From an optimization exercise on the open Yosys and OpenROAD flow, aimed at small area; shortcuts taken in it are not production practice.
At most, simulation tests tie the RTL to the original design; equivalence was not proved.
No functional check of the RTL was part of run 1.
Power figures rest on the tool's default switching activity, not on a simulated workload.

===== design/flow/flow/run.sh =====
#!/bin/bash
set -euo pipefail
W=$PWD
rm -rf "$W/scripts_area"
cp -r "$FLOW_HOME/scripts" "$W/scripts_area"
cp "$W/flow/abc_area.script" "$W/scripts_area/abc_area.script"
V=("SCRIPTS_DIR=$W/scripts_area" "BUFFER_PORTS_ARGS=-buffer_cell sky130_fd_sc_hd__buf_1")
for step in synth floorplan place cts route finish; do
  bash standard.sh "${V[@]}" "$step" > "$W/flow_$step.log" 2>&1
done
test -f "$W/out/final.def"

===== design/flow/constraint.sdc =====
create_clock -name core_clock -period 32.0 [get_ports {clk}]
set_input_delay 6.4000 -clock core_clock [delete_from_list [all_inputs] [get_ports {clk}]]
set_output_delay 6.4000 -clock core_clock [all_outputs]
set_load 0.01 [all_outputs]

===== design/flow/config.mk =====
export PLATFORM = sky130hd
export DESIGN_NAME = speech_synth
export DESIGN_NICKNAME = speech_synth
export VERILOG_FILES = /design/flow/design.v
export SDC_FILE = /design/flow/constraint.sdc
export NUM_CORES = 4
export LEC_CHECK = 0
export ABC_AREA = 1
export CAP_MARGIN = 20
export CORE_MARGIN = 2
export CORE_UTILIZATION = 40
export CTS_BUF_LIST = sky130_fd_sc_hd__clkbuf_16
export CTS_CLUSTER_DIAMETER = 80
export CTS_CLUSTER_SIZE = 30
export GPL_TIMING_DRIVEN = 0
export SLEW_MARGIN = 20

===== design/flow/design.v =====
package speech_pkg;
   localparam int NSTAGES    = 4;
   localparam int SAMPLE_DIV = 20;    
   localparam int SAMPLE_W   = 14;
   localparam int COEF_W     = 10;
   localparam int COEF_FRAC  = 9;
   localparam int OUT_W      = 10;    
   localparam int DATA_W     = 10;
   localparam int ADDR_W     = 3;
   localparam int LFSR_W     = 13;
   localparam int PROD_W = SAMPLE_W + COEF_W;
   localparam int SUM_W  = PROD_W + 1;
   typedef logic [ADDR_W-1:0] addr_t;
   typedef logic [DATA_W-1:0] data_t;
   localparam addr_t REG_ENERGY = 3'd0;
   localparam addr_t REG_PITCH  = 3'd1;
   localparam addr_t REG_K0     = 3'd2;    
   localparam addr_t REG_CMD    = 3'd6;
   localparam addr_t REG_STATUS = 3'd7;
   localparam logic [LFSR_W-1:0] LFSR_SEED = '1;
   typedef logic signed [SAMPLE_W-1:0] sample_t;
   typedef logic signed [COEF_W-1:0]   coef_t;
   typedef logic [7:0]                 energy_t;
   typedef logic [7:0]                 pitch_t;    
   typedef logic signed [OUT_W-1:0]    out_t;
   typedef struct packed {
      energy_t                  energy;
      pitch_t                   pitch;
      coef_t [NSTAGES-1:0]      k;
   } frame_t;
endpackage
`timescale 1ns/10ps
module host_regs (
   input  logic                clk,
   input  logic                reset,
   input  logic                ws,
   input  logic                rs,
   input  speech_pkg::addr_t   addr,
   input  speech_pkg::data_t   dd,
   input  logic                tick,
   output speech_pkg::data_t   dq,
   output logic                rdy,
   output speech_pkg::frame_t  shadow,
   output logic                talking,
   output logic                restart,
   output logic                load
);
   speech_pkg::data_t  rd_data;
   speech_pkg::frame_t shadow_n;     
   logic               req_pend;     
   logic               req_start;
   assign restart = tick & req_pend;
   assign shadow  = ~shadow_n;
   assign load    = restart & req_start;
   always_comb begin
      case (addr)
         3'd0:    rd_data = speech_pkg::data_t'(shadow.energy);
         3'd1:    rd_data = speech_pkg::data_t'(shadow.pitch);
         3'd2:    rd_data = shadow.k[0];
         3'd3:    rd_data = shadow.k[1];
         3'd4:    rd_data = shadow.k[2];
         3'd5:    rd_data = shadow.k[3];
         3'd6:    rd_data = '0;
         default: rd_data = speech_pkg::data_t'(talking);
      endcase
   end
   always_ff @(posedge clk) begin
      if (reset) begin
         shadow_n  <= '1;
         rdy       <= 1'b0;
         talking   <= 1'b0;
         req_pend  <= 1'b0;
         req_start <= 1'b0;
      end else begin
         rdy <= ws | rs;
         if (ws) begin
            case (addr)
               3'd0: shadow_n.energy <= ~dd[7:0];
               3'd1: shadow_n.pitch  <= ~dd[7:0];
               3'd2: shadow_n.k[0]   <= ~dd;
               3'd3: shadow_n.k[1]   <= ~dd;
               3'd4: shadow_n.k[2]   <= ~dd;
               3'd5: shadow_n.k[3]   <= ~dd;
               default: ;
            endcase
         end
         if (restart) begin
            talking  <= req_start;
            req_pend <= 1'b0;
         end
         if (ws && addr == speech_pkg::REG_CMD) begin    
            req_pend  <= 1'b1;
            req_start <= dd[0];
         end
      end
   end
   always_ff @(posedge clk)
      dq <= rd_data;
endmodule
`timescale 1ns/10ps
module excitation_gen (
   input  logic                clk,
   input  logic                reset,
   input  speech_pkg::energy_t energy,
   input  speech_pkg::pitch_t  pitch,
   input  logic                talking,
   input  logic                restart,
   output logic [2:0]          m5,         
   output logic [1:0]          m4,         
   output logic                tick,
   output speech_pkg::sample_t nexc        
);
   speech_pkg::pitch_t             pulse_cnt;
   logic [speech_pkg::LFSR_W-1:0]  lfsr;
   logic                           pos, neg;
   assign tick = (m5 == 3'd4) & (m4 == 2'd3);
   assign pos = talking & ((pitch == '0) ? lfsr[0] : (pulse_cnt == '0));
   assign neg = talking & (pitch == '0) & ~lfsr[0];
   always_comb begin
      if (pos)
         nexc = {2'b11, ~energy, 4'b1111};
      else if (neg)
         nexc = {10'({2'b00, energy} - 10'd1), 4'b1111};
      else
         nexc = '1;
   end
   always_ff @(posedge clk) begin
      if (reset) begin
         m5        <= '0;
         m4        <= '0;
         pulse_cnt <= '0;
         lfsr      <= speech_pkg::LFSR_SEED;
      end else begin
         m5 <= (m5 == 3'd4) ? 3'd0 : m5 + 3'd1;
         m4 <= m4 + 2'd1;
         if (tick) begin
            if (talking)
               lfsr <= {lfsr[0], lfsr[12:4], lfsr[3] ^ lfsr[12],
                        lfsr[2] ^ lfsr[12], lfsr[1] ^ lfsr[0]};
            if (restart)
               pulse_cnt <= '0;
            else if (talking && pitch != '0)
               pulse_cnt <= (pulse_cnt == '0) ? pitch - 1'b1 : pulse_cnt - 1'b1;
         end
      end
   end
endmodule
`timescale 1ns/10ps
module lattice_stage (
   input  logic                 clk,
   input  logic                 reset,
   input  logic                 f_step,
   input  logic                 b_step,
   input  logic                 first,
   input  logic                 last,
   input  logic                 restart,
   input  logic                 load,
   input  speech_pkg::coef_t [3:0] k_new,
   input  speech_pkg::sample_t  nexc,
   output speech_pkg::sample_t  g_out
);
   speech_pkg::coef_t   [3:0] kr;     
   speech_pkg::sample_t [3:0] br;     
   speech_pkg::sample_t       g;
   logic                      zb;     
   speech_pkg::sample_t       a, x, res;
   logic signed [15:0]        s;
   always_comb begin
      if (b_step) begin
         a = (zb | last) ? '0 : br[1];
         x = g;                       
      end else begin
         a = first ? nexc : g;
         x = zb ? '0 : br[0];
      end
      if (s[15:13] == {3{s[15]}})
         res = s[13:0];
      else
         res = {s[15], {13{~s[15]}}};
   end
   lattice_mac u_mac (
      .inv (b_step),
      .k   (kr[0]),
      .x   (x),
      .a   (a),
      .y   (s)
   );
   always_ff @(posedge clk) begin
      kr <= load ? k_new : {kr[0], kr[3:1]};
      br <= {b_step ? res : br[0], br[3:1]};
      if (f_step)
         g <= res;
      if (reset)
         zb <= 1'b1;
      else if (last)
         zb <= restart;
   end
   assign g_out = g;
endmodule
module lattice_mac (
   input  logic inv,
   input  logic [9:0] k,
   input  logic [13:0] x,
   input  logic [13:0] a,
   output logic [15:0] y
);
   wire bo0 = k[0] ^ 1'b0;
   wire bt0 = (k[1] & ~k[0] & ~1'b0) | (~k[1] & k[0] & 1'b0);
   wire bn0 = k[1];
   wire bs0 = k[1] ^ (inv & (bo0 | bt0));
   wire pp0_0 = (bo0 & (x[0] ^ inv)) ^ bn0;
   wire pp0_1 = ((bo0 & x[1]) | (bt0 & x[0])) ^ bs0;
   wire pp0_2 = ((bo0 & x[2]) | (bt0 & x[1])) ^ bs0;
   wire pp0_3 = ((bo0 & x[3]) | (bt0 & x[2])) ^ bs0;
   wire pp0_4 = ((bo0 & x[4]) | (bt0 & x[3])) ^ bs0;
   wire pp0_5 = ((bo0 & x[5]) | (bt0 & x[4])) ^ bs0;
   wire pp0_6 = ((bo0 & x[6]) | (bt0 & x[5])) ^ bs0;
   wire pp0_7 = ((bo0 & x[7]) | (bt0 & x[6])) ^ bs0;
   wire pp0_8 = ((bo0 & x[8]) | (bt0 & x[7])) ^ bs0;
   wire pp0_9 = ((bo0 & x[9]) | (bt0 & x[8])) ^ bs0;
   wire pp0_10 = ((bo0 & x[10]) | (bt0 & x[9])) ^ bs0;
   wire pp0_11 = ((bo0 & x[11]) | (bt0 & x[10])) ^ bs0;
   wire pp0_12 = ((bo0 & x[12]) | (bt0 & x[11])) ^ bs0;
   wire pp0_13 = ((bo0 & x[13]) | (bt0 & x[12])) ^ bs0;
   wire pp0_14 = ~(((bo0 & x[13]) | (bt0 & x[13])) ^ bs0);
   wire bo1 = k[2] ^ k[1];
   wire bt1 = (k[3] & ~k[2] & ~k[1]) | (~k[3] & k[2] & k[1]);
   wire bn1 = k[3];
   wire bs1 = k[3] ^ (inv & (bo1 | bt1));
   wire pp1_0 = (bo1 & (x[0] ^ inv)) ^ bn1;
   wire pp1_1 = ((bo1 & x[1]) | (bt1 & x[0])) ^ bs1;
   wire pp1_2 = ((bo1 & x[2]) | (bt1 & x[1])) ^ bs1;
   wire pp1_3 = ((bo1 & x[3]) | (bt1 & x[2])) ^ bs1;
   wire pp1_4 = ((bo1 & x[4]) | (bt1 & x[3])) ^ bs1;
   wire pp1_5 = ((bo1 & x[5]) | (bt1 & x[4])) ^ bs1;
   wire pp1_6 = ((bo1 & x[6]) | (bt1 & x[5])) ^ bs1;
   wire pp1_7 = ((bo1 & x[7]) | (bt1 & x[6])) ^ bs1;
   wire pp1_8 = ((bo1 & x[8]) | (bt1 & x[7])) ^ bs1;
   wire pp1_9 = ((bo1 & x[9]) | (bt1 & x[8])) ^ bs1;
   wire pp1_10 = ((bo1 & x[10]) | (bt1 & x[9])) ^ bs1;
   wire pp1_11 = ((bo1 & x[11]) | (bt1 & x[10])) ^ bs1;
   wire pp1_12 = ((bo1 & x[12]) | (bt1 & x[11])) ^ bs1;
   wire pp1_13 = ((bo1 & x[13]) | (bt1 & x[12])) ^ bs1;
   wire pp1_14 = ~(((bo1 & x[13]) | (bt1 & x[13])) ^ bs1);
   wire bo2 = k[4] ^ k[3];
   wire bt2 = (k[5] & ~k[4] & ~k[3]) | (~k[5] & k[4] & k[3]);
   wire bn2 = k[5];
   wire bs2 = k[5] ^ (inv & (bo2 | bt2));
   wire pp2_0 = (bo2 & (x[0] ^ inv)) ^ bn2;
   wire pp2_1 = ((bo2 & x[1]) | (bt2 & x[0])) ^ bs2;
   wire pp2_2 = ((bo2 & x[2]) | (bt2 & x[1])) ^ bs2;
   wire pp2_3 = ((bo2 & x[3]) | (bt2 & x[2])) ^ bs2;
   wire pp2_4 = ((bo2 & x[4]) | (bt2 & x[3])) ^ bs2;
   wire pp2_5 = ((bo2 & x[5]) | (bt2 & x[4])) ^ bs2;
   wire pp2_6 = ((bo2 & x[6]) | (bt2 & x[5])) ^ bs2;
   wire pp2_7 = ((bo2 & x[7]) | (bt2 & x[6])) ^ bs2;
   wire pp2_8 = ((bo2 & x[8]) | (bt2 & x[7])) ^ bs2;
   wire pp2_9 = ((bo2 & x[9]) | (bt2 & x[8])) ^ bs2;
   wire pp2_10 = ((bo2 & x[10]) | (bt2 & x[9])) ^ bs2;
   wire pp2_11 = ((bo2 & x[11]) | (bt2 & x[10])) ^ bs2;
   wire pp2_12 = ((bo2 & x[12]) | (bt2 & x[11])) ^ bs2;
   wire pp2_13 = ((bo2 & x[13]) | (bt2 & x[12])) ^ bs2;
   wire pp2_14 = ~(((bo2 & x[13]) | (bt2 & x[13])) ^ bs2);
   wire bo3 = k[6] ^ k[5];
   wire bt3 = (k[7] & ~k[6] & ~k[5]) | (~k[7] & k[6] & k[5]);
   wire bn3 = k[7];
   wire bs3 = k[7] ^ (inv & (bo3 | bt3));
   wire pp3_0 = (bo3 & (x[0] ^ inv)) ^ bn3;
   wire pp3_1 = ((bo3 & x[1]) | (bt3 & x[0])) ^ bs3;
   wire pp3_2 = ((bo3 & x[2]) | (bt3 & x[1])) ^ bs3;
   wire pp3_3 = ((bo3 & x[3]) | (bt3 & x[2])) ^ bs3;
   wire pp3_4 = ((bo3 & x[4]) | (bt3 & x[3])) ^ bs3;
   wire pp3_5 = ((bo3 & x[5]) | (bt3 & x[4])) ^ bs3;
   wire pp3_6 = ((bo3 & x[6]) | (bt3 & x[5])) ^ bs3;
   wire pp3_7 = ((bo3 & x[7]) | (bt3 & x[6])) ^ bs3;
   wire pp3_8 = ((bo3 & x[8]) | (bt3 & x[7])) ^ bs3;
   wire pp3_9 = ((bo3 & x[9]) | (bt3 & x[8])) ^ bs3;
   wire pp3_10 = ((bo3 & x[10]) | (bt3 & x[9])) ^ bs3;
   wire pp3_11 = ((bo3 & x[11]) | (bt3 & x[10])) ^ bs3;
   wire pp3_12 = ((bo3 & x[12]) | (bt3 & x[11])) ^ bs3;
   wire pp3_13 = ((bo3 & x[13]) | (bt3 & x[12])) ^ bs3;
   wire pp3_14 = ~(((bo3 & x[13]) | (bt3 & x[13])) ^ bs3);
   wire bo4 = k[8] ^ k[7];
   wire bt4 = (k[9] & ~k[8] & ~k[7]) | (~k[9] & k[8] & k[7]);
   wire bn4 = k[9];
   wire bs4 = k[9] ^ (inv & (bo4 | bt4));
   wire pp4_0 = (bo4 & (x[0] ^ inv)) ^ bn4;
   wire pp4_1 = ((bo4 & x[1]) | (bt4 & x[0])) ^ bs4;
   wire pp4_2 = ((bo4 & x[2]) | (bt4 & x[1])) ^ bs4;
   wire pp4_3 = ((bo4 & x[3]) | (bt4 & x[2])) ^ bs4;
   wire pp4_4 = ((bo4 & x[4]) | (bt4 & x[3])) ^ bs4;
   wire pp4_5 = ((bo4 & x[5]) | (bt4 & x[4])) ^ bs4;
   wire pp4_6 = ((bo4 & x[6]) | (bt4 & x[5])) ^ bs4;
   wire pp4_7 = ((bo4 & x[7]) | (bt4 & x[6])) ^ bs4;
   wire pp4_8 = ((bo4 & x[8]) | (bt4 & x[7])) ^ bs4;
   wire pp4_9 = ((bo4 & x[9]) | (bt4 & x[8])) ^ bs4;
   wire pp4_10 = ((bo4 & x[10]) | (bt4 & x[9])) ^ bs4;
   wire pp4_11 = ((bo4 & x[11]) | (bt4 & x[10])) ^ bs4;
   wire pp4_12 = ((bo4 & x[12]) | (bt4 & x[11])) ^ bs4;
   wire pp4_13 = ((bo4 & x[13]) | (bt4 & x[12])) ^ bs4;
   wire pp4_14 = ~(((bo4 & x[13]) | (bt4 & x[13])) ^ bs4);
   wire an = ~a[13];
   wire s1 = pp0_14 ^ pp1_12;
   wire c2 = pp0_14 & pp1_12;
   wire s3 = pp1_13 ^ pp2_11;
   wire c4 = pp1_13 & pp2_11;
   wire s5 = pp0_6 ^ pp1_4;
   wire c6 = pp0_6 & pp1_4;
   wire s7 = pp0_7 ^ pp1_5;
   wire c8 = pp0_7 & pp1_5;
   wire s9 = pp0_8 ^ pp1_6 ^ pp2_4;
   wire c10 = (pp0_8 & pp1_6) | (pp0_8 & pp2_4) | (pp1_6 & pp2_4);
   wire s11 = pp3_2 ^ pp4_0;
   wire c12 = pp3_2 & pp4_0;
   wire s13 = pp0_9 ^ pp1_7 ^ pp2_5;
   wire c14 = (pp0_9 & pp1_7) | (pp0_9 & pp2_5) | (pp1_7 & pp2_5);
   wire s15 = pp3_3 ^ pp4_1 ^ a[0];
   wire c16 = (pp3_3 & pp4_1) | (pp3_3 & a[0]) | (pp4_1 & a[0]);
   wire s17 = pp0_10 ^ pp1_8 ^ pp2_6;
   wire c18 = (pp0_10 & pp1_8) | (pp0_10 & pp2_6) | (pp1_8 & pp2_6);
   wire s19 = pp3_4 ^ pp4_2 ^ a[1];
   wire c20 = (pp3_4 & pp4_2) | (pp3_4 & a[1]) | (pp4_2 & a[1]);
   wire s21 = pp0_11 ^ pp1_9 ^ pp2_7;
   wire c22 = (pp0_11 & pp1_9) | (pp0_11 & pp2_7) | (pp1_9 & pp2_7);
   wire s23 = pp3_5 ^ pp4_3 ^ a[2];
   wire c24 = (pp3_5 & pp4_3) | (pp3_5 & a[2]) | (pp4_3 & a[2]);
   wire s25 = pp0_12 ^ pp1_10 ^ pp2_8;
   wire c26 = (pp0_12 & pp1_10) | (pp0_12 & pp2_8) | (pp1_10 & pp2_8);
   wire s27 = pp3_6 ^ pp4_4 ^ a[3];
   wire c28 = (pp3_6 & pp4_4) | (pp3_6 & a[3]) | (pp4_4 & a[3]);
   wire s29 = pp0_13 ^ pp1_11 ^ pp2_9;
   wire c30 = (pp0_13 & pp1_11) | (pp0_13 & pp2_9) | (pp1_11 & pp2_9);
   wire s31 = pp3_7 ^ pp4_5 ^ a[4];
   wire c32 = (pp3_7 & pp4_5) | (pp3_7 & a[4]) | (pp4_5 & a[4]);
   wire s33 = pp2_10 ^ pp3_8 ^ pp4_6;
   wire c34 = (pp2_10 & pp3_8) | (pp2_10 & pp4_6) | (pp3_8 & pp4_6);
   wire s35 = a[5] ^ 1'b1 ^ s1;
   wire c36 = (a[5] & 1'b1) | (a[5] & s1) | (1'b1 & s1);
   wire s37 = pp3_9 ^ pp4_7 ^ a[6];
   wire c38 = (pp3_9 & pp4_7) | (pp3_9 & a[6]) | (pp4_7 & a[6]);
   wire s39 = 1'b1 ^ c2 ^ s3;
   wire c40 = (1'b1 & c2) | (1'b1 & s3) | (c2 & s3);
   wire s41 = pp1_14 ^ pp2_12 ^ pp3_10;
   wire c42 = (pp1_14 & pp2_12) | (pp1_14 & pp3_10) | (pp2_12 & pp3_10);
   wire s43 = pp4_8 ^ a[7] ^ c4;
   wire c44 = (pp4_8 & a[7]) | (pp4_8 & c4) | (a[7] & c4);
   wire s45 = pp2_13 ^ pp3_11 ^ pp4_9;
   wire c46 = (pp2_13 & pp3_11) | (pp2_13 & pp4_9) | (pp3_11 & pp4_9);
   wire s47 = a[8] ^ 1'b1;
   wire c48 = a[8] & 1'b1;
   wire s49 = pp2_14 ^ pp3_12 ^ pp4_10;
   wire c50 = (pp2_14 & pp3_12) | (pp2_14 & pp4_10) | (pp3_12 & pp4_10);
   wire s51 = pp3_13 ^ pp4_11;
   wire c52 = pp3_13 & pp4_11;
   wire s53 = pp0_4 ^ pp1_2;
   wire c54 = pp0_4 & pp1_2;
   wire s55 = pp0_5 ^ pp1_3;
   wire c56 = pp0_5 & pp1_3;
   wire s57 = pp2_2 ^ pp3_0 ^ bn3;
   wire c58 = (pp2_2 & pp3_0) | (pp2_2 & bn3) | (pp3_0 & bn3);
   wire s59 = pp2_3 ^ pp3_1 ^ c6;
   wire c60 = (pp2_3 & pp3_1) | (pp2_3 & c6) | (pp3_1 & c6);
   wire s61 = bn4 ^ c8 ^ s9;
   wire c62 = (bn4 & c8) | (bn4 & s9) | (c8 & s9);
   wire s63 = c10 ^ c12 ^ s13;
   wire c64 = (c10 & c12) | (c10 & s13) | (c12 & s13);
   wire s65 = c14 ^ c16 ^ s17;
   wire c66 = (c14 & c16) | (c14 & s17) | (c16 & s17);
   wire s67 = c18 ^ c20 ^ s21;
   wire c68 = (c18 & c20) | (c18 & s21) | (c20 & s21);
   wire s69 = c22 ^ c24 ^ s25;
   wire c70 = (c22 & c24) | (c22 & s25) | (c24 & s25);
   wire s71 = c26 ^ c28 ^ s29;
   wire c72 = (c26 & c28) | (c26 & s29) | (c28 & s29);
   wire s73 = c30 ^ c32 ^ s33;
   wire c74 = (c30 & c32) | (c30 & s33) | (c32 & s33);
   wire s75 = c34 ^ c36 ^ s37;
   wire c76 = (c34 & c36) | (c34 & s37) | (c36 & s37);
   wire s77 = c38 ^ c40 ^ s41;
   wire c78 = (c38 & c40) | (c38 & s41) | (c40 & s41);
   wire s79 = c42 ^ c44 ^ s45;
   wire c80 = (c42 & c44) | (c42 & s45) | (c44 & s45);
   wire s81 = a[9] ^ c46 ^ c48;
   wire c82 = (a[9] & c46) | (a[9] & c48) | (c46 & c48);
   wire s83 = a[10] ^ 1'b1 ^ c50;
   wire c84 = (a[10] & 1'b1) | (a[10] & c50) | (1'b1 & c50);
   wire s85 = pp3_14 ^ pp4_12 ^ a[11];
   wire c86 = (pp3_14 & pp4_12) | (pp3_14 & a[11]) | (pp4_12 & a[11]);
   wire s87 = pp4_13 ^ a[12];
   wire c88 = pp4_13 & a[12];
   wire s89 = pp4_14 ^ an;
   wire c90 = pp4_14 & an;
   wire s91 = pp0_2 ^ pp1_0;
   wire c92 = pp0_2 & pp1_0;
   wire s93 = pp0_3 ^ pp1_1;
   wire c94 = pp0_3 & pp1_1;
   wire s95 = pp2_0 ^ bn2 ^ s53;
   wire c96 = (pp2_0 & bn2) | (pp2_0 & s53) | (bn2 & s53);
   wire s97 = pp2_1 ^ c54 ^ s55;
   wire c98 = (pp2_1 & c54) | (pp2_1 & s55) | (c54 & s55);
   wire s99 = s5 ^ c56 ^ s57;
   wire c100 = (s5 & c56) | (s5 & s57) | (c56 & s57);
   wire s101 = s7 ^ c58 ^ s59;
   wire c102 = (s7 & c58) | (s7 & s59) | (c58 & s59);
   wire s103 = s11 ^ c60 ^ s61;
   wire c104 = (s11 & c60) | (s11 & s61) | (c60 & s61);
   wire s105 = s15 ^ c62 ^ s63;
   wire c106 = (s15 & c62) | (s15 & s63) | (c62 & s63);
   wire s107 = s19 ^ c64 ^ s65;
   wire c108 = (s19 & c64) | (s19 & s65) | (c64 & s65);
   wire s109 = s23 ^ c66 ^ s67;
   wire c110 = (s23 & c66) | (s23 & s67) | (c66 & s67);
   wire s111 = s27 ^ c68 ^ s69;
   wire c112 = (s27 & c68) | (s27 & s69) | (c68 & s69);
   wire s113 = s31 ^ c70 ^ s71;
   wire c114 = (s31 & c70) | (s31 & s71) | (c70 & s71);
   wire s115 = s35 ^ c72 ^ s73;
   wire c116 = (s35 & c72) | (s35 & s73) | (c72 & s73);
   wire s117 = s39 ^ c74 ^ s75;
   wire c118 = (s39 & c74) | (s39 & s75) | (c74 & s75);
   wire s119 = s43 ^ c76 ^ s77;
   wire c120 = (s43 & c76) | (s43 & s77) | (c76 & s77);
   wire s121 = s47 ^ c78 ^ s79;
   wire c122 = (s47 & c78) | (s47 & s79) | (c78 & s79);
   wire s123 = s49 ^ c80 ^ s81;
   wire c124 = (s49 & c80) | (s49 & s81) | (c80 & s81);
   wire s125 = s51 ^ c82 ^ s83;
   wire c126 = (s51 & c82) | (s51 & s83) | (c82 & s83);
   wire s127 = c52 ^ c84 ^ s85;
   wire c128 = (c52 & c84) | (c52 & s85) | (c84 & s85);
   wire s129 = 1'b1 ^ c86 ^ s87;
   wire c130 = (1'b1 & c86) | (1'b1 & s87) | (c86 & s87);
   wire s131 = 1'b1 ^ c88 ^ s89;
   wire c132 = (1'b1 & c88) | (1'b1 & s89) | (c88 & s89);
   wire s133 = pp0_0 ^ bn0;
   wire c134 = pp0_0 & bn0;
   wire s135 = pp0_1 ^ c134;
   wire c136 = pp0_1 & c134;
   wire s137 = bn1 ^ s91 ^ c136;
   wire c138 = (bn1 & s91) | (bn1 & c136) | (s91 & c136);
   wire s139 = c92 ^ s93 ^ c138;
   wire c140 = (c92 & s93) | (c92 & c138) | (s93 & c138);
   wire s141 = c94 ^ s95 ^ c140;
   wire c142 = (c94 & s95) | (c94 & c140) | (s95 & c140);
   wire s143 = c96 ^ s97 ^ c142;
   wire c144 = (c96 & s97) | (c96 & c142) | (s97 & c142);
   wire s145 = c98 ^ s99 ^ c144;
   wire c146 = (c98 & s99) | (c98 & c144) | (s99 & c144);
   wire s147 = c100 ^ s101 ^ c146;
   wire c148 = (c100 & s101) | (c100 & c146) | (s101 & c146);
   wire s149 = c102 ^ s103 ^ c148;
   wire c150 = (c102 & s103) | (c102 & c148) | (s103 & c148);
   wire s151 = c104 ^ s105 ^ c150;
   wire c152 = (c104 & s105) | (c104 & c150) | (s105 & c150);
   wire s153 = c106 ^ s107 ^ c152;
   wire c154 = (c106 & s107) | (c106 & c152) | (s107 & c152);
   wire s155 = c108 ^ s109 ^ c154;
   wire c156 = (c108 & s109) | (c108 & c154) | (s109 & c154);
   wire s157 = c110 ^ s111 ^ c156;
   wire c158 = (c110 & s111) | (c110 & c156) | (s111 & c156);
   wire s159 = c112 ^ s113 ^ c158;
   wire c160 = (c112 & s113) | (c112 & c158) | (s113 & c158);
   wire s161 = c114 ^ s115 ^ c160;
   wire c162 = (c114 & s115) | (c114 & c160) | (s115 & c160);
   wire s163 = c116 ^ s117 ^ c162;
   wire c164 = (c116 & s117) | (c116 & c162) | (s117 & c162);
   wire s165 = c118 ^ s119 ^ c164;
   wire c166 = (c118 & s119) | (c118 & c164) | (s119 & c164);
   wire s167 = c120 ^ s121 ^ c166;
   wire c168 = (c120 & s121) | (c120 & c166) | (s121 & c166);
   wire s169 = c122 ^ s123 ^ c168;
   wire c170 = (c122 & s123) | (c122 & c168) | (s123 & c168);
   wire s171 = c124 ^ s125 ^ c170;
   wire c172 = (c124 & s125) | (c124 & c170) | (s125 & c170);
   wire s173 = c126 ^ s127 ^ c172;
   wire c174 = (c126 & s127) | (c126 & c172) | (s127 & c172);
   wire s175 = c128 ^ s129 ^ c174;
   wire c176 = (c128 & s129) | (c128 & c174) | (s129 & c174);
   wire s177 = c130 ^ s131 ^ c176;
   wire c178 = (c130 & s131) | (c130 & c176) | (s131 & c176);
   wire s179 = c90 ^ c132 ^ c178;
   wire c180 = (c90 & c132) | (c90 & c178) | (c132 & c178);
   wire s181 = 1'b1 ^ c180;
   wire c182 = 1'b1 & c180;
   assign y = {s181, s179, s177, s175, s173, s171, s169, s167, s165, s163, s161, s159, s157, s155, s153, s151};
endmodule
`timescale 1ns/10ps
module sample_out (
   input  logic                clk,
   input  logic                reset,
   input  logic                talking,
   input  logic                tick,
   output logic                sample_valid
);
   always_ff @(posedge clk) begin
      if (reset)
         sample_valid <= 1'b0;
      else
         sample_valid <= tick & talking;
   end
endmodule
`timescale 1ns/10ps
module speech_synth (
   input  logic               clk,
   input  logic               reset,
   input  logic               ws,
   input  logic               rs,
   input  speech_pkg::addr_t  addr,
   input  speech_pkg::data_t  dd,
   output speech_pkg::data_t  dq,
   output logic               rdy,
   output speech_pkg::out_t   dac_out,
   output logic               sample_valid
);
   speech_pkg::frame_t  shadow;
   speech_pkg::energy_t energy;    
   speech_pkg::pitch_t  pitch;
   logic                talking;
   logic                restart;
   logic                load;
   logic                tick;
   logic [2:0]          m5;
   logic [1:0]          m4;
   speech_pkg::sample_t nexc;
   speech_pkg::sample_t g3;
   host_regs u_host_regs (
      .clk     (clk),
      .reset   (reset),
      .ws      (ws),
      .rs      (rs),
      .addr    (addr),
      .dd      (dd),
      .tick    (tick),
      .dq      (dq),
      .rdy     (rdy),
      .shadow  (shadow),
      .talking (talking),
      .restart (restart),
      .load    (load)
   );
   always_ff @(posedge clk)
      if (load) begin
         energy <= shadow.energy;
         pitch  <= shadow.pitch;
      end
   excitation_gen u_excitation_gen (
      .clk     (clk),
      .reset   (reset),
      .energy  (energy),
      .pitch   (pitch),
      .talking (talking),
      .restart (restart),
      .m5      (m5),
      .m4      (m4),
      .tick    (tick),
      .nexc    (nexc)
   );
   lattice_stage u_lattice (
      .clk     (clk),
      .reset   (reset),
      .f_step  (m5 == 3'd0),
      .b_step  (m5 == 3'd4),
      .first   ((m5 == 3'd0) & (m4 == 2'd0)),
      .last    (tick),
      .restart (restart),
      .load    (load),
      .k_new   (shadow.k),
      .nexc    (nexc),
      .g_out   (g3)
   );
   assign dac_out = ~g3[13:4];
   sample_out u_sample_out (
      .clk          (clk),
      .reset        (reset),
      .talking      (talking),
      .tick         (tick),
      .sample_valid (sample_valid)
   );
endmodule

===== design/flow/standard.sh =====
#!/bin/bash
# synth_recipe.tcl (not shown) runs the flow's synth.tcl, then flattens the netlist and writes it again
# the make line also repeats each setting of config.mk as NAME=value (left out here)
make -C /OpenROAD-flow-scripts/flow DESIGN_CONFIG=/design/flow/config.mk WORK_HOME=/design/flow/orfs CLKGATE_MAP_FILE= SYNTH_SCRIPT=/design/flow/synth_recipe.tcl "${@:-finish}"

===== design/flow/flow/abc_area.script =====
strash
dch
amap
topo
stime -c

==> impl_metrics.tcl, run 1 <==
set metrics [dict create \
    outcome "no timing/DRC/antenna violations" \
    overflow 0 \
    ios 39 \
    nFillCells 2632 \
    htree_num_levels 1 \
    vias 8700 \
    rr_worst_depth 44 \
    die_h_um 167.4 \
    synth_ff_type "dfxtp_1" \
    fin_crit_sh 0.4169 \
    postSynth.asyncResetShare 0 \
    gp_congestion 0.8228 \
    synth_edf_count 30 \
    clock-sinks 224 \
    setup_viol 0 \
    synth_top_area_frac 0.3636 \
    drc 0 \
    cp.arrival_ns 13.75 \
    grtUsageTotal 0.1883 \
    cp_slowest_stage_delay_ns 0.86 \
    critPathBufInv 6 \
    report.final.hold_viol_count 0 \
    layout_setup_ws_ns 18.66 \
    critPathLaunch "u_excitation_gen.m5[0]$_SDFF_PP0_" \
    p_leak_nw 4.121 \
    whs_endpoint "u_lattice.br[34]$_DFF_P_" \
    dpl.hpwl_mm 18.83 \
    grt_max_degree 51 \
    yosysTopAreaCell "dfxtp_1" \
    core-area_mm2 0.02613 \
    timing.hold.ws_ns 0.3291 \
    synthTopCellsByArea "dfxtp_1, fa_1, edfxtp_1" \
    drive_gt1_frac 0.03210 \
    wl_per_cell_um 16.45 \
    syn_nets 1279 \
    path_delay_family "adder cells" \
    fmax_mhz 74.96 \
    syn-instance-count 1178 \
    ir_worst_vdd_uv 50.97 \
    io_buffer_count 38 \
    die-area_mm2 0.02802 \
    dpl_worst_slack_ns 18.12 \
    critPathKind "reg -> reg" \
    seq_area_mm2 0.004785 \
    period_needed_ns 13.34 \
    placed_area_mm2 0.01139 \
    finalInstanceArea_mm2 0.01183 \
    cts_tree "built" \
    crit_path_top_delay_cell "o21ai_1" \
    start_kind "register" \
    cts_resized 0 \
    max_slew.worst_pin.slew_ns 1.046 \
    via_per_inst 5.503 \
    path_clk_slew_ns 0.11 \
    insertedDiodeCount 0 \
    syn_area_mm2 0.01068 \
    syn_avg_cell_area_um2 9.066 \
    cts_inserted_buffers 13 \
    regToRegEndpoint "u_lattice.br[51]$_DFF_P_" \
    drv_slew 0 \
    ys_types 38 \
    grt_pass1_vias 8320 \
    drtPass1Iterations 5 \
    clockBufferDepth 3 \
    clk_latency_ns 0.51 \
    cp_data_required_time_ns 32.41 \
    slew_headroom 0.3029 \
    die_w_um 167.4 \
    final_nets 1341 \
    crit_fanout 50 \
    cts_setup_buffers 0 \
    crit_top_cell "fa_1" \
    row_count 59 \
    clockRootBuffer "clkbuf_16" \
    antenna_found_initial 0 \
    ys_warn_count 5 \
    syn2layout_area_growth_pct 10.75 \
    tns_ns 0 \
    worstHoldPathType "reg -> reg" \
    reg2reg_slack_ns 18.66 \
    end_kind "register" \
    cts_hold_buf 0 \
    drt_iter0_markers 604 \
    dp.cells 1559 \
    r2r-start "u_excitation_gen.m5[0]$_SDFF_PP0_" \
    hold_start "u_lattice.br[48]$_DFF_P_" \
    rsz0062_at_grt "no" \
    grt_pass1_wl_mm 43.01 \
    ant_nets 0 \
    instances_no_fill 1581 \
    holdPathStages 0 \
    power_mw 0.7539 \
    synth_seq_cells 224 \
    yosysSeqAreaShare 0.4480 \
    multi_input_area_mm2 0.005271 \
    clock_skew_ns 0.04635 \
    wirelength_mm 26.01 \
    max-cap-violations 0 \
    pwr_density_cell_mw_per_mm2 63.73 \
    initial_core_util 0.4087 \
    final_core_util 0.4526 \
]
-- layout by cell type (no fill, tap or decap), types with 3 or more instances in the layout --
master,count
ha_1,23
clkbuf_16,14
nor4_1,5
o221ai_1,37
nor3_1,8
a221oi_1,3
dfxtp_1,194
a32oi_1,12
o21ai_0,170
buf_6,3
o22a_1,11
nand3_1,10
a22o_1,13
or3_1,3
nand2_1,98
o22ai_2,3
fa_1,61
or2_1,3
a21oi_2,3
nor2_1,98
buf_1,37
a21oi_1,87
o22ai_1,101
edfxtp_1,30
clkinv_1,176
-- report_power, final --
part           internal [mW]  switching [mW]  leakage (nW)
sequential             0.351          0.0229          1.90
combinational         0.0684           0.129          2.01
clock                 0.0836          0.0983         0.211
-- registers in the layout, summed over array words and instances (netlist names), 8 cells and up --
signal / cells
energy: 8
pitch: 8
u_excitation_gen.lfsr: 13
u_excitation_gen.pulse_cnt: 8
u_host_regs.dq: 10
u_host_regs.shadow_n: 56
u_lattice.br: 56
u_lattice.g: 14
u_lattice.kr: 40
-- cells in the mapped netlist (2+ instances only) --
library cell  number
ha_1              23
nand2_1           99
dfxtp_1          194
o32ai_1            2
fa_1              61
a32oi_1           12
o21ai_0          172
or3_1              3
o22a_1            11
a21oi_1           90
nor3_1             9
or2_0              5
nor4_1             5
nand3_1           10
nor2_1            98
a22o_1            13
clkinv_1         177
o22ai_1          104
a221o_1            2
a221oi_1           3
o41ai_1            2
edfxtp_1          30
nor2b_1            2
o221ai_1          37
-- layer usage --
metal  track usage  part of all wire  vias to the layer above
li1              -                 -                     4365
met1        0.2608              0.47                     4102
met2        0.3135              0.46                      196
met3       0.02434             0.047                       37
met4       0.04764             0.021                        0
met5             0                 0                        -
-- logic make-up after synthesis --
logic type,after synthesis,synth area share
AO/OA/AOI/OAI,459,0.2596
AND/OR/NAND/NOR,234,0.08892
flip-flops,224,0.4480
buffers and inverters,177,0.06221
adder cells (fa/ha/maj),84,0.1413
-- final cells by class --
cell class,count,share of cell area
sequential,224,0.4045
multi-input combinational,777,0.4456
tap,335,0.03543
clock inverter,7,0.006347
clock buffer,14,0.02962
inverter,177,0.05627
timing repair buffer,47,0.02221
-- worst max-delay path by stage --
| stage | end | cells after the start | slack (ns) |
|---|---|---|---|
| 5_1_grt | u_lattice.br[53]$_DFF_P_ | 44 | 17.41 |
| 3_3_place_gp | u_lattice.br[51]$_DFF_P_ | 44 | 16.32 |
| 2_1_floorplan | u_lattice.br[42]$_DFF_P_ | 44 | 19.32 |
| 3_5_place_dp | u_lattice.br[51]$_DFF_P_ | 44 | 18.12 |
| 4_1_cts | u_lattice.br[51]$_DFF_P_ | 44 | 18.03 |
| 6_report | u_lattice.br[51]$_DFF_P_ | 44 | 18.66 |
==> inputs of run 2 (changes only) <==
--- a/design/flow/design.v
+++ b/design/flow/design.v
@@ -112,8 +112,10 @@
 );
    speech_pkg::pitch_t             pulse_cnt;
    logic [speech_pkg::LFSR_W-1:0]  lfsr;
+   logic [speech_pkg::LFSR_W-1:0]  lfsr_n;     
    logic                           pos, neg;
    assign tick = (m5 == 3'd4) & (m4 == 2'd3);
+   assign lfsr = ~lfsr_n;
    assign pos = talking & ((pitch == '0) ? lfsr[0] : (pulse_cnt == '0));
    assign neg = talking & (pitch == '0) & ~lfsr[0];
    always_comb begin
@@ -129,14 +131,14 @@
          m5        <= '0;
          m4        <= '0;
          pulse_cnt <= '0;
-         lfsr      <= speech_pkg::LFSR_SEED;
+         lfsr_n    <= ~speech_pkg::LFSR_SEED;
       end else begin
          m5 <= (m5 == 3'd4) ? 3'd0 : m5 + 3'd1;
          m4 <= m4 + 2'd1;
          if (tick) begin
             if (talking)
-               lfsr <= {lfsr[0], lfsr[12:4], lfsr[3] ^ lfsr[12],
-                        lfsr[2] ^ lfsr[12], lfsr[1] ^ lfsr[0]};
+               lfsr_n <= ~{lfsr[0], lfsr[12:4], lfsr[3] ^ lfsr[12],
+                          lfsr[2] ^ lfsr[12], lfsr[1] ^ lfsr[0]};
             if (restart)
                pulse_cnt <= '0;
             else if (talking && pitch != '0)
==> design/flow/flow/run.sh (replaced) <==
#!/bin/bash
set -euo pipefail
W=$PWD
rm -rf "$W/scripts_area"
cp -r "$FLOW_HOME/scripts" "$W/scripts_area"
cp "$W/flow/abc_area.script" "$W/scripts_area/abc_area.script"
CTS="-sink_clustering_enable -repair_clock_nets -sink_clustering_size 30 -sink_clustering_max_diameter 80"
CTS="$CTS -buf_list sky130_fd_sc_hd__clkbuf_16 -root_buf sky130_fd_sc_hd__clkbuf_8 -tree_buf sky130_fd_sc_hd__clkbuf_8 -dont_use_dummy_load"
V=("SCRIPTS_DIR=$W/scripts_area" "BUFFER_PORTS_ARGS=-buffer_cell sky130_fd_sc_hd__buf_1" "CTS_ARGS=$CTS")
for step in synth floorplan place cts route finish; do
  bash standard.sh "${V[@]}" "$step" > "$W/flow_$step.log" 2>&1
done
test -f "$W/out/final.def"
==> run 2 against run 1 <==
Setup slack improved by 0.61 ns; critical endpoint is now u_lattice.br[42]$_DFF_P_; sequential cell count did not move; via count fell by 0.43%; combinational power rose by 7%; clock power fell by 16%; hold slack got worse by 0.020 ns; routed wire length rose by 1.9%.
==> impl_metrics.tcl, run 2 <==
set metrics [dict create \
    rsz0062_at_grt "no" \
    finalInstanceArea_mm2 0.01169 \
    setup_viol 0 \
    cp.arrival_ns 13.08 \
    syn_nets 1281 \
    drtPass1Iterations 18 \
    clk_latency_ns 0.56 \
    drc 0 \
    p_sw_frac 0.3350 \
    cts_tree "built" \
    nFillCells 2617 \
    clock-sinks 224 \
    reg2reg_slack_ns 19.27 \
    ys_types 40 \
    die_w_um 167.3 \
    row_count 59 \
    synthTopCellsByArea "dfxtp_1, fa_1, edfxtp_1" \
    postSynth.asyncResetShare 0 \
    clockBufferDepth 3 \
    syn_avg_cell_area_um2 9.040 \
    yosysTopAreaCell "dfxtp_1" \
    outcome "no timing/DRC/antenna violations" \
    power.share.clock 0.205 \
    syn_area_mm2 0.01067 \
    rr_worst_depth 39 \
    synth_edf_count 30 \
    core-area_mm2 0.02613 \
    cts_inserted_buffers 13 \
    synth_ff_type "dfxtp_1" \
    gp_congestion 0.8217 \
    wl_per_cell_um 16.82 \
    p_int_mw 0.4903 \
    drive_gt1_frac 0.02742 \
    start_kind "register" \
    grtUsageTotal 0.1896 \
    ant_nets 0 \
    dp.cells 1561 \
    period_needed_ns 12.73 \
    drv_slew 0 \
    tns_ns 0 \
    overflow 0 \
    cp_slowest_stage_delay_ns 0.76 \
    slew_headroom 0.2580 \
    report.final.hold_viol_count 0 \
    placed_area_mm2 0.01138 \
    die_h_um 167.3 \
    max-cap-violations 0 \
    cts_resized 0 \
    cts_hold_buf 0 \
    p_comb_frac 0.286 \
    synth_commonest_cells "dfxtp_1, o21ai_0, clkinv_1, nor2_1, o22ai_1" \
    ys_warn_count 5 \
    vias 8663 \
    htree_num_levels 1 \
    final_common_cell "dfxtp_1" \
    fmax_mhz 78.55 \
    antenna_found_initial 1 \
    final_nets 1343 \
    timing.hold.ws_ns 0.3087 \
    wirelength_mm 26.50 \
    die-area_mm2 0.02799 \
    critPathKind "reg -> reg" \
    pwr_density_cell_mw_per_mm2 63.08 \
    instances_no_fill 1575 \
    end_kind "register" \
    p_leak_nw 4.050 \
    initial_core_util 0.4082 \
    worstHoldPathType "reg -> reg" \
    grt_pass1_vias 8332 \
    synth_top_area_frac 0.3641 \
    insertedDiodeCount 0 \
    power_frac_seq 0.508 \
    syn-instance-count 1180 \
    path_clk_slew_ns 0.10 \
    endpoint "u_lattice.br[42]$_DFF_P_" \
    crit_path_top_delay_cell "clkinv_2" \
    ios 39 \
    ir_worst_vdd_uv 59.30 \
    r2r-start "u_excitation_gen.m5[0]$_SDFF_PP0_" \
    grt_max_degree 50 \
    critPathLaunch "u_excitation_gen.m5[0]$_SDFF_PP0_" \
    cts_setup_buffers 0 \
    final_cell_mix "dfxtp_1, o21ai_0, clkinv_1, nor2_1, o22ai_1" \
    synth_seq_cells 224 \
    yosys.cell_count.top_type "dfxtp_1" \
    io_buffer_count 38 \
    regToRegEndpoint "u_lattice.br[42]$_DFF_P_" \
    max_slew.worst_pin.slew_ns 1.113 \
    net-switching-power_mw 0.2471 \
    clockRootBuffer "clkbuf_8" \
    via_per_inst 5.500 \
    clock_skew_ns 0.1023 \
    cp_data_required_time_ns 32.35 \
    syn2layout_area_growth_pct 9.583 \
    reg_top3 "u_host_regs.shadow_n x56, u_lattice.br x56, u_lattice.kr x40" \
    crit_top_cell "fa_1" \
    fin_crit_sh 0.3978 \
    crit_fanout 48 \
    grt_pass1_wl_mm 43.48 \
    drt_iter0_markers 687 \
    dpl.hpwl_mm 18.83 \
    yosysSeqAreaShare 0.4485 \
]
==> run 2: changes by cell type in the layout (fill, tap and decap cells not counted), moves of 3 or more <==
cell       before  now
nand2_1        98   94
a31oi_1         1    4
nor2_1         98  116
clkinv_1      176  164
o221ai_1       37   26
o22ai_1       101   97
a22oi_1         1   10
clkbuf_16      14   10
clkbuf_8        0    3
==> run 2: cells by family after synthesis <==
family                   Yosys count  synth area share
buffers and inverters            165           0.05806
AND/OR/NAND/NOR                  246           0.09231
AO/OA/AOI/OAI                    461            0.2597
adder cells (fa/ha/maj)           84            0.1414
flip-flops                       224            0.4485
==> run 2: worst min path at each step <==
| stage | startpoint | to | slack, ns | cells after the start |
|---|---|---|---|---|
| floorplan | u_lattice.br[28]$_DFF_P_ | u_lattice.br[14]$_DFF_P_ | 0.31 | 0 |
| global placement | u_lattice.br[47]$_DFF_P_ | u_lattice.br[33]$_DFF_P_ | 0.31 | 0 |
| detailed placement | u_lattice.br[47]$_DFF_P_ | u_lattice.br[33]$_DFF_P_ | 0.31 | 0 |
| CTS | u_lattice.kr[30]$_DFF_P_ | u_lattice.kr[20]$_DFF_P_ | 0.31 | 2 |
| global route | u_lattice.br[49]$_DFF_P_ | u_lattice.br[35]$_DFF_P_ | 0.32 | 0 |
| finish | u_lattice.br[49]$_DFF_P_ | u_lattice.br[35]$_DFF_P_ | 0.31 | 0 |
==> run 2: per-stage QoR <==
step	setup slack (ns)	total power, mW	util
after floorplan	19.52	0.5145	-
after global placement	16.41	0.5750	0.4297
after detailed placement	18.99	0.5905	0.4357
after CTS	18.95	0.7423	0.4468
after global routing	18.37	0.7880	0.4473
final	19.27	0.7374	0.4473
==> run 2: cell type report <==
cell class	instances	area, um^2	area share
tap	335	419.2	0.03586
multi-input combinational	791	5315	0.4547
timing repair buffer	47	259.0	0.02216
inverter	165	620.6	0.05309
sequential	224	4785	0.4093
clock buffer	13	291.5	0.02494
==> run 2: worst max-delay path: cells and delay by family, from the launching register on <==
kind / cells / cell delay, ns
and+or+nand+nor: 5 / 1.18
adders and majority gates: 19 / 7.46
AOI/OAI and AO/OA: 8 / 1.79
DFF: 1 / 0.37
buffers and inverters: 7 / 1.66
==> run 2: routing by layer <==
metal,share of wire,up-vias,global-route usage
li1,-,4340,-
met1,0.47,4077,0.2617
met2,0.46,203,0.3117
met3,0.045,43,0.02576
met4,0.023,0,0.05633
met5,0,-,0
==> run 2: power groups by stage <==
stage	combinational, mW	sequential, mW	clock, mW
6_report	0.211	0.375	0.152
5_1_grt	0.242	0.380	0.165
4_1_cts	0.211	0.375	0.156
3_5_place_dp	0.210	0.380	0
3_3_place_gp	0.195	0.380	0
2_1_floorplan	0.143	0.371	0
==> inputs of run 3 (changes only) <==
--- a/design/flow/config.mk
+++ b/design/flow/config.mk
@@ -6,11 +6,11 @@
 export NUM_CORES = 4
 export LEC_CHECK = 0
 export ABC_AREA = 1
-export CAP_MARGIN = 20
+export CAP_MARGIN = 5
 export CORE_MARGIN = 2
 export CORE_UTILIZATION = 40
 export CTS_BUF_LIST = sky130_fd_sc_hd__clkbuf_16
 export CTS_CLUSTER_DIAMETER = 80
 export CTS_CLUSTER_SIZE = 30
 export GPL_TIMING_DRIVEN = 0
-export SLEW_MARGIN = 20
+export SLEW_MARGIN = 5
==> run 3 against run 2 <==
Routed wire length down 0.93%; count of clock-buffer cells in the layout unchanged; cell area shrank 0.12%; non-clock buffer count is the same; clock skew is 0.013 ns lower; die area unchanged; maximum frequency decreased by 6.9%; first-iteration DRC count is 13% higher; sequential power is essentially flat; critical endpoint is now u_lattice.br[54]$_DFF_P_.
==> impl_metrics.tcl, run 3 <==
set metrics [dict create \
    ir_worst_vdd_uv 65.46 \
    tns_ns 0 \
    r2r-start "u_excitation_gen.m5[0]$_SDFF_PP0_" \
    power_mw 0.7338 \
    path_clk_slew_ns 0.11 \
    htree_num_levels 1 \
    multi_input_area_mm2 0.005286 \
    end_kind "register" \
    syn_avg_cell_area_um2 9.040 \
    grtUsageTotal 0.1887 \
    path_delay_family "adder cells" \
    gp_congestion 0.8217 \
    crit_top_cell "fa_1" \
    row_count 59 \
    cts_setup_buffers 0 \
    clock-sinks 224 \
    synth_edf_count 30 \
    report.final.hold_viol_count 0 \
    yosysSeqAreaShare 0.4485 \
    fmax_mhz 73.12 \
    worstHoldPathType "reg -> reg" \
    synth_ff_type "dfxtp_1" \
    core-area_mm2 0.02613 \
    critPathBufInv 6 \
    synthTopCellsByArea "dfxtp_1, fa_1, edfxtp_1" \
    crit_path_top_delay_cell "o21ai_0" \
    clock_skew_ns 0.08899 \
    synth_seq_cells 224 \
    postSynth.asyncResetShare 0 \
    die_h_um 167.3 \
    dp.cells 1560 \
    die-area_mm2 0.02799 \
    regToRegEndpoint "u_lattice.br[54]$_DFF_P_" \
    drive_gt1_frac 0.02339 \
    initial_core_util 0.4082 \
    rr_worst_depth 33 \
    synth_top_area_frac 0.3641 \
    syn_nets 1281 \
    io_buffer_count 38 \
    final_common_cell "dfxtp_1" \
    clk_latency_ns 0.55 \
    slew_headroom 0.1719 \
    clockBufferDepth 3 \
    wirelength_mm 26.25 \
    clockRootBuffer "clkbuf_8" \
    rsz0062_at_grt "no" \
    max_slew.worst_pin.slew_ns 1.239 \
    hold_start "u_lattice.br[49]$_DFF_P_" \
    cts_inserted_buffers 13 \
    cp.arrival_ns 14.05 \
    max-cap-violations 0 \
    via_per_inst 5.514 \
    drv_slew 0 \
    syn-instance-count 1180 \
    yosysTopAreaCell "dfxtp_1" \
    pwr_density_cell_mw_per_mm2 62.85 \
    ys_warn_count 5 \
    cts_resized 0 \
    vias 8685 \
    antenna_found_initial 0 \
    setup_viol 0 \
    insertedDiodeCount 0 \
    drc 0 \
    drt_iter0_markers 778 \
    dpl.hpwl_mm 18.96 \
    cp_slowest_stage_delay_ns 1.20 \
    reg2reg_slack_ns 18.32 \
    grt_max_degree 57 \
    ant_nets 0 \
    synth_commonest_cells "dfxtp_1, o21ai_0, clkinv_1, nor2_1, o22ai_1" \
    instances_no_fill 1575 \
    die_w_um 167.3 \
    p_leak_nw 4.045 \
    period_needed_ns 13.68 \
    reg_top3 "u_host_regs.shadow_n x56, u_lattice.br x56, u_lattice.kr x40" \
    holdPathStages 0 \
    critPathKind "reg -> reg" \
    nFillCells 2640 \
    final_core_util 0.4468 \
    wl_per_cell_um 16.67 \
    drtPass1Iterations 16 \
    overflow 0 \
    syn_area_mm2 0.01067 \
    final_nets 1343 \
    start_kind "register" \
    fin_crit_sh 0.4274 \
    grt_pass1_vias 8226 \
    whs_endpoint "u_lattice.br[35]$_DFF_P_" \
    yosys.cell_count.top_type "dfxtp_1" \
    syn2layout_area_growth_pct 9.453 \
    grt_pass1_wl_mm 43.21 \
    ios 39 \
    cp_data_required_time_ns 32.37 \
    final_cell_mix "dfxtp_1, o21ai_0, clkinv_1, nor2_1, o22ai_1" \
    cts_tree "built" \
    outcome "no timing/DRC/antenna violations" \
    ys_types 40 \
    cts_hold_buf 0 \
    seq_area_mm2 0.004785 \
    crit_fanout 35 \
]
## run 3: area by class of cell
type | count | share of cell area
timing repair buffer | 47 | 0.02357
clock buffer | 13 | 0.02497
sequential | 224 | 0.4098
inverter | 165 | 0.05304
tap | 335 | 0.03590
multi-input combinational | 791 | 0.4527
## run 3: kinds of logic after synthesis
logic type               synth area share
adder cells (fa/ha/maj)            0.1414
AO/OA/AOI/OAI                      0.2597
flip-flops                         0.4485
buffers and inverters             0.05806
AND/OR/NAND/NOR                   0.09231
## run 3: metal layers
metal,track usage,vias to the layer above,share of wire
li1,-,4351,-
met1,0.2638,4062,0.47
met2,0.3056,225,0.45
met3,0.02576,47,0.049
met4,0.05747,0,0.026
met5,0,-,0
## run 3: worst max-delay path by stage
stage                                to                               from  cells past startpoint
2_1_floorplan  u_lattice.br[42]$_DFF_P_  u_excitation_gen.m5[0]$_SDFF_PP0_                     40
3_3_place_gp   u_lattice.br[51]$_DFF_P_  u_excitation_gen.m5[0]$_SDFF_PP0_                     40
3_5_place_dp   u_lattice.br[51]$_DFF_P_  u_excitation_gen.m5[0]$_SDFF_PP0_                     33
4_1_cts        u_lattice.br[52]$_DFF_P_  u_excitation_gen.m5[0]$_SDFF_PP0_                     33
5_1_grt        u_lattice.br[52]$_DFF_P_  u_excitation_gen.m5[0]$_SDFF_PP0_                     34
6_report       u_lattice.br[54]$_DFF_P_  u_excitation_gen.m5[0]$_SDFF_PP0_                     33
## run 3: worst register-to-register path: cells and delay by family (launching register included)
kind	cells	cell delay (ns)
AND/OR/NAND/NOR	2	1.23
flip-flops	1	0.37
adder cells (fa/ha/maj)	19	7.38
buffers and inverters	6	2.03
AO/OA/AOI/OAI	6	2.49
## run 3: report_power, final
part | switching, mW | internal, mW | total (mW) | leakage, nW
logic | 0.134 | 0.0745 | 0.209 | 2.00
registers | 0.0243 | 0.351 | 0.375 | 1.90
clock network | 0.0856 | 0.0644 | 0.150 | 0.145
## run 3: metrics by stage
step           hold WS [ns]  area, um^2  setup WS (ns)
2_1_floorplan        0.3096       10670          19.52
6_report             0.3100       11680          18.32
3_3_place_gp         0.3100       11230          16.41
4_1_cts              0.3106       11660          18.26
3_5_place_dp         0.3121       11370          18.33
5_1_grt              0.3167       11680          17.29
==> inputs of run 4 (changes only) <==
--- a/design/flow/flow/run.sh
+++ b/design/flow/flow/run.sh
@@ -1,4 +1,10 @@
 #!/bin/bash
+# Own layout flow: the standard ORFS flow (standard.sh) with these changes:
+#  - the port buffers are sky130_fd_sc_hd__buf_1;
+#  - clock tree synthesis inserts no dummy loads, and uses clkbuf_8 for the root and
+#    inner tree buffers and clkbuf_16 at the leaves.
+# Every other script, setting and step is the standard one. Each step's output goes to
+# its own log in this folder; ORFS's own per-stage logs are under orfs/logs/.
 set -euo pipefail
 W=$PWD
 rm -rf "$W/scripts_area"
--- a/design/flow/config.mk
+++ b/design/flow/config.mk
@@ -6,11 +6,11 @@
 export NUM_CORES = 4
 export LEC_CHECK = 0
 export ABC_AREA = 1
-export CAP_MARGIN = 5
+export CAP_MARGIN = 20
 export CORE_MARGIN = 2
-export CORE_UTILIZATION = 40
+export CORE_UTILIZATION = 55
 export CTS_BUF_LIST = sky130_fd_sc_hd__clkbuf_16
 export CTS_CLUSTER_DIAMETER = 80
 export CTS_CLUSTER_SIZE = 30
 export GPL_TIMING_DRIVEN = 0
-export SLEW_MARGIN = 5
+export SLEW_MARGIN = 20
==> run 4 against run 3 <==
Still clean; maximum frequency up 6.0%; sequential share of layout area up 0.35 points; routed wire length up 0.43%; clock power about the same; via count up 0.64%; synthesized cell count unchanged; register-to-register slack better by 0.78 ns; count of clock-buffer cells in the layout unchanged.
==> impl_metrics.tcl, run 4 <==
set metrics [dict create \
    postSynth.asyncResetShare 0 \
    syn_nets 1281 \
    ir_worst_vdd_uv 54.29 \
    dpl.hpwl_mm 18.65 \
    critPathKind "reg -> reg" \
    cts_setup_buffers 0 \
    antenna_found_initial 0 \
    drc 0 \
    ant_nets 0 \
    grt_pass1_vias 8095 \
    cp.arrival_ns 13.33 \
    max-cap-violations 0 \
    p_sw_frac 0.3377 \
    core-area_mm2 0.01889 \
    fmax_mhz 77.52 \
    die_w_um 143.3 \
    hold_start "u_lattice.br[43]$_DFF_P_" \
    path_clk_slew_ns 0.09 \
    crit_path_top_delay_cell "a32oi_1" \
    crit_fanout 48 \
    yosysTopAreaCell "dfxtp_1" \
    dpl_worst_slack_ns 18.86 \
    io_buffer_count 38 \
    regToRegEndpoint "u_lattice.br[52]$_DFF_P_" \
    clock_skew_ns 0.07006 \
    setup_viol 0 \
    vias 8741 \
    end_kind "register" \
    drtPass1Iterations 6 \
    power.share.clock 0.202 \
    die-area_mm2 0.02053 \
    whs_endpoint "u_lattice.br[29]$_DFF_P_" \
    rsz0062_at_grt "no" \
    reg2reg_slack_ns 19.10 \
    synth_top_area_frac 0.3641 \
    gp_congestion 0.8508 \
    power_frac_seq 0.508 \
    cts_tree "built" \
    grt_max_degree 49 \
    yosys.cell_count.top_type "dfxtp_1" \
    final_nets 1342 \
    grtUsageTotal 0.2638 \
    drive_gt1_frac 0.02583 \
    syn-instance-count 1180 \
    rr_worst_depth 39 \
    die_h_um 143.3 \
    cp_data_required_time_ns 32.43 \
    p_leak_nw 4.044 \
    report.final.hold_viol_count 0 \
    pwr_density_cell_mw_per_mm2 63.81 \
    wl_per_cell_um 17.59 \
    via_per_inst 5.831 \
    syn_area_mm2 0.01067 \
    max_slew.worst_pin.slew_ns 1.134 \
    p_comb_frac 0.290 \
    tns_ns 0 \
    drt_iter0_markers 697 \
    cp_slowest_stage_delay_ns 1.00 \
    drv_slew 0 \
    p_int_mw 0.4893 \
    seq_area_mm2 0.004785 \
    yosysSeqAreaShare 0.4485 \
    clock-sinks 224 \
    holdPathStages 0 \
    cts_inserted_buffers 13 \
    crit_top_cell "fa_1" \
    reg_top3 "u_host_regs.shadow_n x56, u_lattice.br x56, u_lattice.kr x40" \
    fin_crit_sh 0.4031 \
    htree_num_levels 1 \
    r2r-start "u_excitation_gen.m5[0]$_SDFF_PP0_" \
    net-switching-power_mw 0.2496 \
    final_cell_mix "dfxtp_1, o21ai_0, clkinv_1, nor2_1, o22ai_1" \
    clk_latency_ns 0.54 \
    syn2layout_area_growth_pct 8.539 \
    initial_core_util 0.5646 \
    layout_setup_ws_ns 19.10 \
    synthTopCellsByArea "dfxtp_1, fa_1, edfxtp_1" \
    start_kind "register" \
    insertedDiodeCount 0 \
    multi_input_area_mm2 0.005301 \
    clockBufferDepth 3 \
    worstHoldPathType "reg -> reg" \
    synth_edf_count 30 \
    final_common_cell "dfxtp_1" \
    period_needed_ns 12.90 \
    cts_resized 0 \
    synth_ff_type "dfxtp_1" \
    overflow 0 \
    outcome "no timing/DRC/antenna violations" \
    cts_hold_buf 0 \
    ys_types 40 \
    ios 39 \
    synth_commonest_cells "dfxtp_1, o21ai_0, clkinv_1, nor2_1, o22ai_1" \
    grt_pass1_wl_mm 42.55 \
    syn_avg_cell_area_um2 9.040 \
    row_count 50 \
    ys_warn_count 5 \
    slew_headroom 0.2440 \
    synth_seq_cells 224 \
    clockRootBuffer "clkbuf_8" \
    wirelength_mm 26.36 \
    nFillCells 1741 \
]
## run 4: changes by cell type in the layout (fill, tap and decap cells not counted), sizes merged
cell    previous run  this run
buf               47        45
clkbuf            13        14
## run 4: kinds of logic (layout without fill, tap and decap cells)
group | count (synthesis) | in the layout | synth area share
AO/OA/AOI/OAI | 461 | 461 | 0.2597
adder cells (fa/ha/maj) | 84 | 84 | 0.1414
buffers and inverters | 165 | 224 | 0.05806
flip-flops | 224 | 224 | 0.4485
AND/OR/NAND/NOR | 246 | 246 | 0.09231
## run 4: worst max path at each step
| stage | startpoint | to | slack, ns | cells after the start |
|---|---|---|---|---|
| 2_1_floorplan | u_excitation_gen.m5[0]$_SDFF_PP0_ | u_lattice.br[42]$_DFF_P_ | 19.52 | 40 |
| 3_3_place_gp | u_excitation_gen.m5[0]$_SDFF_PP0_ | u_lattice.br[52]$_DFF_P_ | 15.95 | 40 |
| 3_5_place_dp | u_excitation_gen.m5[0]$_SDFF_PP0_ | u_lattice.br[54]$_DFF_P_ | 18.86 | 35 |
| 4_1_cts | u_excitation_gen.m5[0]$_SDFF_PP0_ | u_lattice.br[52]$_DFF_P_ | 18.76 | 35 |
| 5_1_grt | u_excitation_gen.m5[0]$_SDFF_PP0_ | u_lattice.br[52]$_DFF_P_ | 18.19 | 40 |
| 6_report | u_excitation_gen.m5[0]$_SDFF_PP0_ | u_lattice.br[52]$_DFF_P_ | 19.10 | 39 |
## run 4: power by group through the flow
stage               clock (mW)  combinational (mW)  sequential [mW]
floorplan                    0               0.143            0.371
global placement             0               0.203            0.381
detailed placement           0               0.213            0.381
CTS                      0.153               0.214            0.375
global route             0.161               0.244            0.380
finish                   0.149               0.214            0.375
## run 4: cell type report
| class | count | share of cell area |
|---|---|---|
| Multi-Input combinational cell | 791 | 0.4579 |
| Clock buffer | 13 | 0.02518 |
| Inverter | 165 | 0.05360 |
| Tap cell | 260 | 0.02810 |
| Sequential cell | 224 | 0.4132 |
| Timing Repair Buffer | 46 | 0.02204 |
## run 4: per-stage QoR
stage               std cells  hold WS, ns  instance area (um^2)  power, mW    util
finish                   1499       0.3275                 11580     0.7389  0.6128
global placement         1478       0.3113                 11140     0.5839  0.5894
floorplan                1180       0.3096                 10670     0.5145       -
detailed placement       1485       0.3132                 11280     0.5940  0.5970
CTS                      1498       0.3271                 11570     0.7428  0.6125
global route             1499       0.3345                 11580     0.7848  0.6128
## run 4: routing by layer
layer / wire length [um] / global-route usage / up-vias / part of all wire
met5: 0 / 0 / - / 0
met4: 750 / 0.07895 / 0 / 0.028
met3: 1352 / 0.03353 / 53 / 0.051
met2: 12180 / 0.4367 / 229 / 0.46
met1: 12080 / 0.3638 / 4107 / 0.46
li1: - / - / 4352 / -
## run 4: worst max-delay path: cells and delay by family, from the launching register on
family / cells / cell delay (ns)
AND/OR/NAND/NOR: 6 / 1.42
adder cells (fa/ha/maj): 19 / 7.47
buffers and inverters: 7 / 1.20
flip-flops: 1 / 0.36
AO/OA/AOI/OAI: 7 / 2.30
==> inputs of run 5 (changes only) <==
--- a/design/flow/config.mk
+++ b/design/flow/config.mk
@@ -8,7 +8,7 @@
 export ABC_AREA = 1
 export CAP_MARGIN = 20
 export CORE_MARGIN = 2
-export CORE_UTILIZATION = 55
+export CORE_UTILIZATION = 40
 export CTS_BUF_LIST = sky130_fd_sc_hd__clkbuf_16
 export CTS_CLUSTER_DIAMETER = 80
 export CTS_CLUSTER_SIZE = 30
==> run 5 against run 4 <==
Critical path type unchanged; largest cell class unchanged; still clean on timing, DRC and antenna; die area up 36%; hold slack lost 0.019 ns; synthesized cell count is the same.
==> impl_metrics.tcl, run 5 <==
set metrics [dict create \
    period_needed_ns 12.73 \
    grt_max_degree 50 \
    clockBufferDepth 3 \
    whs_endpoint "u_lattice.br[35]$_DFF_P_" \
    setup_viol 0 \
    rsz0062_at_grt "no" \
    cts_resized 0 \
    report.final.hold_viol_count 0 \
    end_kind "register" \
    cts_tree "built" \
    p_sw_frac 0.3350 \
    path_clk_slew_ns 0.10 \
    drv_slew 0 \
    ant_nets 0 \
    final_cell_mix "dfxtp_1, o21ai_0, clkinv_1, nor2_1, o22ai_1" \
    clock_skew_ns 0.1023 \
    r2r-start "u_excitation_gen.m5[0]$_SDFF_PP0_" \
    synth_seq_cells 224 \
    fin_crit_sh 0.3978 \
    syn_nets 1281 \
    via_per_inst 5.500 \
    reg_top3 "u_host_regs.shadow_n x56, u_lattice.br x56, u_lattice.kr x40" \
    worstHoldPathType "reg -> reg" \
    cp_data_required_time_ns 32.35 \
    grt_pass1_wl_mm 43.48 \
    syn2layout_area_growth_pct 9.583 \
    start_kind "register" \
    die-area_mm2 0.02799 \
    pwr_density_cell_mw_per_mm2 63.08 \
    hold_start "u_lattice.br[49]$_DFF_P_" \
    seq_area_mm2 0.004785 \
    reg2reg_slack_ns 19.27 \
    drtPass1Iterations 18 \
    syn-instance-count 1180 \
    crit_fanout 48 \
    die_w_um 167.3 \
    slew_headroom 0.2580 \
    ir_worst_vdd_uv 59.30 \
    nFillCells 2617 \
    crit_path_top_delay_cell "clkinv_2" \
    ios 39 \
    initial_core_util 0.4082 \
    drt_iter0_markers 687 \
    multi_input_area_mm2 0.005315 \
    grtUsageTotal 0.1896 \
    p_comb_frac 0.286 \
    final_common_cell "dfxtp_1" \
    gp_congestion 0.8217 \
    clockRootBuffer "clkbuf_8" \
    power_frac_seq 0.508 \
    tns_ns 0 \
    clk_latency_ns 0.56 \
    yosys.cell_count.top_type "dfxtp_1" \
    cp.arrival_ns 13.08 \
    synth_top_area_frac 0.3641 \
    wirelength_mm 26.50 \
    dpl.hpwl_mm 18.83 \
    synthTopCellsByArea "dfxtp_1, fa_1, edfxtp_1" \
    finalInstanceArea_mm2 0.01169 \
    vias 8663 \
    overflow 0 \
    synth_commonest_cells "dfxtp_1, o21ai_0, clkinv_1, nor2_1, o22ai_1" \
    final_nets 1343 \
    yosysTopAreaCell "dfxtp_1" \
    p_int_mw 0.4903 \
    outcome "no timing/DRC/antenna violations" \
    max-cap-violations 0 \
    critPathKind "reg -> reg" \
    htree_num_levels 1 \
    cts_setup_buffers 0 \
    syn_avg_cell_area_um2 9.040 \
]
==> run 5: cell counts after synthesis <==
Identical to the previous run, type by type.
==> run 5: layer usage <==
metal,up-vias,routed length [um],GRT usage
li1,4340,-,-
met1,4077,12500,0.2617
met2,203,12180,0.3117
met3,43,1202,0.02576
met4,0,607,0.05633
met5,-,0,0
==> run 5: cells by family after synthesis <==
| kind of cell | count (synthesis) | synth area share |
|---|---|---|
| AO/OA/AOI/OAI | 461 | 0.2597 |
| AND/OR/NAND/NOR | 246 | 0.09231 |
| flip-flops | 224 | 0.4485 |
| buffers and inverters | 165 | 0.05806 |
| adder cells (fa/ha/maj) | 84 | 0.1414 |
==> run 5: worst max-delay path: cells and delay by family, from the launching register on <==
kind                       cells  cell delay, ns
adders and majority gates     19            7.46
AOI/OAI and AO/OA              8            1.79
buffers and inverters          7            1.66
and+or+nand+nor                5            1.18
DFF                            1            0.37
==> run 5: stage by stage <==
stage / std cells / hold slack, ns / setup WS (ns) / utilization
after detailed placement: 1561 / 0.3121 / 18.99 / 0.4357
after global routing: 1575 / 0.3221 / 18.37 / 0.4473
final: 1575 / 0.3087 / 19.27 / 0.4473
after floorplan: 1180 / 0.3096 / 19.52 / -
after CTS: 1574 / 0.3110 / 18.95 / 0.4468
after global placement: 1553 / 0.3100 / 16.41 / 0.4297
==> run 5: final cells by class <==
class | count | area share
multi-input cells | 791 | 0.4547
flip-flops and latches | 224 | 0.4093
inverters | 165 | 0.05309
well taps | 335 | 0.03586
clock buffers | 13 | 0.02494
repair buffers | 47 | 0.02216
==> run 5: power by group through the flow <==
stage	logic [mW]	registers [mW]	clock network, mW
floorplan	0.143	0.371	0
global placement	0.195	0.380	0
detailed placement	0.210	0.380	0
CTS	0.211	0.375	0.156
global route	0.242	0.380	0.165
finish	0.211	0.375	0.152
==> run 5: worst max-delay path by stage <==
stage | endpoint
final | u_lattice.br[42]$_DFF_P_
after global routing | u_lattice.br[43]$_DFF_P_
after CTS | u_lattice.br[42]$_DFF_P_
after detailed placement | u_lattice.br[51]$_DFF_P_
after global placement | u_lattice.br[51]$_DFF_P_
after floorplan | u_lattice.br[42]$_DFF_P_

static timing again, ports no longer ideal:
No port has a modelled driver above. Below, the same layouts with a new extraction and two added sets of constraints. Step 1 assumes that a clkbuf_16 drives the clock port and a buf_2 every other input. Step 2 also shifts input and output timing later by t, the mid clock arrival at the registers, as if the neighbouring blocks saw the same clock. Slacks: ideal / step 1 / step 2; pairs: ideal / step 1.
run	t (ns)	slack for setup (ns)
run 1	0.530	18.659 / 18.659 / 18.659
run 2	0.556	19.269 / 19.269 / 19.269
run 3	0.554	18.324 / 18.324 / 18.324
run 4	0.549	19.100 / 19.100 / 19.100
run 5	0.556	19.269 / 19.269 / 19.269
After both steps setup and hold are still met in every run listed.
